From an optimization exercise on the open Yosys and OpenROAD flow, aimed at a short achievable clock period, few clock cycles per item and low power; shortcuts taken in it are not production practice.
Only simulation tests tie the RTL to the original design; equivalence was not proved.
Power is estimated from default activity; no workload was simulated.

==> zinc <==
==> flow/design.v <==
module peak_to_peak_power_meter_unit #(
  parameter int ADC_BITS = 10
) (
  input  logic        clk,
  input  logic        rst_n,
  input  logic        in_valid,
  output logic        in_ready,
  input  logic        in_operation,
  input  logic [9:0]  in_adc_sample,
  input  logic [15:0] in_elapsed_ms,
  output logic        out_valid,
  input  logic        out_ready,
  output logic [19:0] out_rms_ma,
  output logic [19:0] out_power_watts,
  output logic [47:0] out_energy_watt_ms,
  input  logic        cfg_we,
  input  logic [2:0]  cfg_index,
  input  logic [15:0] cfg_data
);
  logic [9:0]  cfg_zero_r;
  logic [15:0] cfg_gain_r;
  logic [9:0]  cfg_offs_r;
  logic [9:0]  cfg_floor_r;
  logic [8:0]  cfg_volts_r;
  logic [9:0]         hi_r;
  logic signed [11:0] lo_r;
  logic               pend_r;
  logic [10:0]        span_p_r;
  logic [15:0]        ms_p_r;
  logic               st_cur_r, st_x_r, st_q_r, st_fix_r, st_ms_r, st_ms2_r, st_e_r;
  logic [53:0]        acc_r;       
  logic [18:0]        cur_r;
  logic [18:0]        watts_r;
  logic [47:0]        energy_r;
  logic               have_prev_r;
  logic               out_valid_r;
  logic               busy;
  logic               start;
  logic               in_fire;
  logic               cur_go;
  logic signed [10:0] dev;
  logic signed [12:0] span_s;
  logic [10:0]        span;
  assign busy     = st_cur_r | st_x_r | st_q_r | st_fix_r | st_ms_r | st_ms2_r;
  assign start    = pend_r && !busy;
  assign in_ready = !in_operation || !pend_r || !busy;
  assign in_fire  = in_valid && in_ready;
  assign cur_go   = !out_valid_r || out_ready;
  assign out_valid          = out_valid_r;
  assign out_rms_ma         = {1'b0, cur_r};
  assign out_power_watts    = {1'b0, watts_r};
  assign out_energy_watt_ms = energy_r;
  assign dev    = $signed({1'b0, in_adc_sample}) - $signed({1'b0, cfg_zero_r});
  assign span_s = $signed({3'b000, hi_r}) - $signed({lo_r[11], lo_r});
  assign span   = (span_s > 0) ? span_s[10:0] : 11'd0;
  logic [10:0] m1a;
  logic [15:0] m1b;
  logic [26:0] raw_full;
  logic [18:0] raw;
  logic [18:0] cur_val;
  logic [18:0] m2a;
  logic [8:0]  m2b;
  logic [27:0] x;
  logic [27:0] m3a;
  logic [45:0] xr;
  logic [18:0] q0;
  logic [27:0] m4a;
  logic [18:0] m4b;
  logic [11:0] rem;
  logic [1:0]  qfix;
  logic [18:0] m5a;
  logic [7:0]  m5b;
  logic [26:0] add_lo;
  logic [18:0] m7a;
  logic [7:0]  m7b;
  logic [26:0] add_hi;
  logic [26:0] m6a;
  logic [26:0] m6b;
  logic [48:0] esum;
  assign m1a      = span_p_r   & {11{pend_r}};
  assign m1b      = cfg_gain_r & {16{pend_r}};
  assign raw_full = m1a * m1b;
  assign raw = acc_r[18:0] & {19{st_cur_r}};
  always_comb begin
    if (raw < {9'd0, cfg_offs_r}) cur_val = '0;
    else                          cur_val = raw - {9'd0, cfg_offs_r};
    if (cur_val < {9'd0, cfg_floor_r}) cur_val = '0;
  end
  assign m2a = cur_r       & {19{st_x_r}};
  assign m2b = cfg_volts_r & {9{st_x_r}};
  assign x   = m2a * m2b;
  assign m3a = acc_r[27:0] & {28{st_q_r}};
  assign xr  = {m3a, 17'd0} + {5'd0, m3a, 12'd0} - {7'd0, m3a, 10'd0}
             + {11'd0, m3a, 6'd0} + {14'd0, m3a, 3'd0} + {17'd0, m3a};
  assign q0  = xr[45:27];
  assign m4a  = acc_r[27:0] & {28{st_fix_r}};
  assign m4b  = watts_r     & {19{st_fix_r}};
  assign rem  = m4a[11:0] - {m4b[1:0], 10'd0} + {m4b[7:0], 4'd0} + {m4b[8:0], 3'd0};
  assign qfix = (rem >= 12'd2000) ? 2'd2 : (rem >= 12'd1000) ? 2'd1 : 2'd0;
  assign m5a    = watts_r      & {19{st_ms_r}};
  assign m5b    = acc_r[35:28] & {8{st_ms_r}};
  assign add_lo = m5a * m5b;
  assign m7a    = watts_r      & {19{st_ms2_r}};
  assign m7b    = acc_r[43:36] & {8{st_ms2_r}};
  assign add_hi = m7a * m7b;
  assign m6a  = acc_r[26:0]  & {27{st_e_r}};
  assign m6b  = acc_r[53:27] & {27{st_e_r}};
  assign esum = {1'b0, energy_r} + {22'd0, m6a} + {14'd0, m6b, 8'd0};
  always_ff @(posedge clk) begin
    if (!rst_n) begin
      cfg_zero_r  <= 10'd512;
      cfg_gain_r  <= 16'd2916;
      cfg_offs_r  <= 10'd75;
      cfg_floor_r <= 10'd35;
      cfg_volts_r <= 9'd240;
      hi_r        <= '0;
      lo_r        <= 12'sd1024;
      pend_r      <= 1'b0;
      st_cur_r    <= 1'b0;
      st_x_r      <= 1'b0;
      st_q_r      <= 1'b0;
      st_fix_r    <= 1'b0;
      st_ms_r     <= 1'b0;
      st_ms2_r    <= 1'b0;
      st_e_r      <= 1'b0;
      energy_r    <= '0;
      have_prev_r <= 1'b0;
      out_valid_r <= 1'b0;
    end else begin
      if (cfg_we) begin
        case (cfg_index)
          3'd0: cfg_zero_r  <= cfg_data[9:0];
          3'd1: cfg_gain_r  <= cfg_data[15:0];
          3'd2: cfg_offs_r  <= cfg_data[9:0];
          3'd3: cfg_floor_r <= cfg_data[9:0];
          3'd4: cfg_volts_r <= cfg_data[8:0];
          default: ;
        endcase
      end
      if (in_fire) begin
        if (!in_operation) begin
          if (dev > $signed({1'b0, hi_r})) hi_r <= dev[9:0];
          if ($signed({dev[10], dev}) < lo_r) lo_r <= {dev[10], dev};
        end else begin
          hi_r <= '0;
          lo_r <= 12'sd1024;
        end
      end
      if (in_fire && in_operation) pend_r <= 1'b1;
      else if (start)              pend_r <= 1'b0;
      if (out_valid_r && out_ready) out_valid_r <= 1'b0;
      st_cur_r <= start || (st_cur_r && !cur_go);
      st_x_r   <= st_cur_r && cur_go;
      st_q_r   <= st_x_r;
      st_fix_r <= st_q_r;
      st_ms_r  <= st_fix_r;
      st_ms2_r <= st_ms_r;
      st_e_r   <= st_ms2_r;
      if (st_e_r) begin
        if (have_prev_r) energy_r <= esum[48] ? '1 : esum[47:0];
        have_prev_r <= 1'b1;
        out_valid_r <= 1'b1;
      end
    end
  end
  always_ff @(posedge clk) begin
    if (in_fire && in_operation) begin
      span_p_r <= span;
      ms_p_r   <= in_elapsed_ms;
    end
    if (start) begin
      acc_r[18:0]  <= raw_full[26:8];
      acc_r[43:28] <= ms_p_r;
    end
    if (st_cur_r && cur_go) cur_r <= cur_val;
    if (st_x_r)             acc_r[27:0] <= x;
    if (st_q_r)             watts_r <= q0;
    if (st_fix_r)           watts_r <= watts_r + {17'd0, qfix};
    if (st_ms_r)            acc_r[26:0] <= add_lo;
    if (st_ms2_r)           acc_r[53:27] <= add_hi;
  end
endmodule
==> flow/run.sh <==
#!/bin/bash
# synth_recipe.tcl (not shown) runs the flow's synth.tcl, then flattens the netlist and writes it again
# the make line also repeats each setting of config.mk as NAME=value (left out here)
make -C /OpenROAD-flow-scripts/flow DESIGN_CONFIG=/design/flow/config.mk WORK_HOME=/design/flow/orfs CLKGATE_MAP_FILE= SYNTH_SCRIPT=/design/flow/synth_recipe.tcl finish
==> flow/config.mk <==
export PLATFORM = sky130hd
export DESIGN_NAME = peak_to_peak_power_meter_unit
export DESIGN_NICKNAME = peak_to_peak_power_meter_unit
export VERILOG_FILES = /design/flow/design.v
export SDC_FILE = /design/flow/constraint.sdc
export NUM_CORES = 4
export LEC_CHECK = 0
export CAP_MARGIN = 20
export CORE_MARGIN = 2
export CORE_UTILIZATION = 60
export CTS_BUF_LIST = sky130_fd_sc_hd__clkbuf_16
export CTS_CLUSTER_DIAMETER = 110
export CTS_CLUSTER_SIZE = 32
export SLEW_MARGIN = 20
==> flow/constraint.sdc <==
create_clock -name core_clock -period 6.0 [get_ports {clk}]
set_input_delay 1.2000 -clock core_clock [delete_from_list [all_inputs] [get_ports {clk}]]
set_output_delay 1.2000 -clock core_clock [all_outputs]
set_load 0.01 [all_outputs]
==> inputs of willow, as changes to zinc <==
CORE_UTILIZATION = 40   (was 60)
CTS_BUF_LIST = default   (was sky130_fd_sc_hd__clkbuf_16)
CTS_CLUSTER_DIAMETER = default   (was 110)
CTS_CLUSTER_SIZE = default   (was 32)
==> inputs of raven, as changes to zinc <==
CTS_BUF_LIST = sky130_fd_sc_hd__clkbuf_4   (was sky130_fd_sc_hd__clkbuf_16)
CTS_CLUSTER_DIAMETER = default   (was 110)
CTS_CLUSTER_SIZE = 25   (was 32)
==> report_table.html <==
<table>
<tr><th>Metric</th><th>Value</th></tr>
<tr><th colspan="2">Setup path</th></tr>
<tr><td>CP bufs+invs</td><td>4</td></tr>
<tr><th colspan="2">Global routing</th></tr>
<tr><td>Grt met1 use</td><td>47.71%</td></tr>
<tr><th colspan="2">STA</th></tr>
<tr><td>Transition at the pin with the smallest max-transition slack</td><td>1.071 ns</td></tr>
<tr><th colspan="2">Cells and area</th></tr>
<tr><td>Share of the final layout cell area in sequential cells</td><td>14.28%</td></tr>
<tr><th colspan="2">Pwr</th></tr>
<tr><td>Share of power burned in the clock network</td><td>37.7%</td></tr>
<tr><td>Pwr top</td><td>registers</td></tr>
<tr><th colspan="2">Detailed routing</th></tr>
<tr><td>Routed len/inst</td><td>20.09 um</td></tr>
<tr><td>DR iter-0 viols</td><td>2621</td></tr>
<tr><th colspan="2">Worst hold path</th></tr>
<tr><td>Endpoint of the worst hold path</td><td>cfg_offs_r[5]</td></tr>
<tr><th colspan="2">Outcome</th></tr>
<tr><td>Outcome</td><td>no timing/DRC/antenna violations</td></tr>
</table>
-- figures above: raven

==> report_table.html <==
<table>
<tr><th>Metric</th><th>Value</th></tr>
<tr><th colspan="2">Outcome</th></tr>
<tr><td>Outcome</td><td>no timing/DRC/antenna violations</td></tr>
<tr><th colspan="2">Pwr</th></tr>
<tr><td>Share of power burned in the clock network</td><td>45.2%</td></tr>
<tr><td>Pwr top</td><td>the clock network</td></tr>
<tr><th colspan="2">Placement</th></tr>
<tr><td>Post-place instance area</td><td>43630 um2</td></tr>
<tr><th colspan="2">Worst hold path</th></tr>
<tr><td>Endpoint of the worst hold path</td><td>cfg_floor_r[4]</td></tr>
<tr><th colspan="2">STA</th></tr>
<tr><td>Transition at the pin with the smallest max-transition slack</td><td>1.036 ns</td></tr>
<tr><th colspan="2">Setup path</th></tr>
<tr><td>CP bufs+invs</td><td>6</td></tr>
<tr><th colspan="2">Detailed routing</th></tr>
<tr><td>Routed len/inst</td><td>20.12 um</td></tr>
<tr><th colspan="2">Cells and area</th></tr>
<tr><td>Share of the final layout cell area in sequential cells</td><td>13.95%</td></tr>
</table>
-- figures above: willow

==> report_table.html <==
<table>
<tr><th>Metric</th><th>Value</th></tr>
<tr><th colspan="2">Detailed routing</th></tr>
<tr><td>DR iter-0 viols</td><td>2737</td></tr>
<tr><th colspan="2">Outcome</th></tr>
<tr><td>Outcome</td><td>no timing/DRC/antenna violations</td></tr>
<tr><th colspan="2">Global routing</th></tr>
<tr><td>Grt met1 use</td><td>47.72%</td></tr>
<tr><th colspan="2">Pwr</th></tr>
<tr><td>Pwr top</td><td>registers</td></tr>
<tr><th colspan="2">Setup path</th></tr>
<tr><td>CP bufs+invs</td><td>3</td></tr>
<tr><th colspan="2">Worst hold path</th></tr>
<tr><td>Endpoint of the worst hold path</td><td>cfg_offs_r[5]</td></tr>
<tr><th colspan="2">Cells and area</th></tr>
<tr><td>Share of the final layout cell area in sequential cells</td><td>14.41%</td></tr>
</table>
-- figures above: zinc

Testbench counts of zinc, summed over its fixed seeds: cycles 12,564, items 1,280.
Testbench counts of willow, summed over its fixed seeds: cycles 12,564, items 1,280.
Testbench counts of raven, summed over its fixed seeds: cycles 12,564, items 1,280.

## static timing again, ports no longer ideal
In the flow no input, the clock included, has a driving cell. The finished layouts below were timed again as built, in two steps. Step 1 sets driving cells, clkbuf_16 on the clock port and buf_2 on the other inputs (assumed; they add their load-dependent delay and slew). Step 2 also shifts input and output timing later by t, the mid clock arrival at the registers, as if the neighbouring blocks saw the same clock. Three values: no drivers, after step 1, after step 2; two values: the first two.
| run | t, ns | setup slack, ns | clock arrival spread, ns | pins driven straight from the clock port |
|---|---|---|---|---|
| zinc | 0.611 | 0.279 / 0.279 / 0.033 | 0.070 / 0.070 | 1 |
| willow | 0.682 | 0.296 / 0.296 / 0.296 | 0.034 / 0.035 | 1 |
| raven | 0.877 | 0.230 / 0.230 / 0.011 | 0.091 / 0.091 | 1 |
After both steps every run listed still meets setup and hold. For zinc, which loses most, drivers alone change the setup slack by 0.000 ns; drivers and shift together by -0.246 ns.
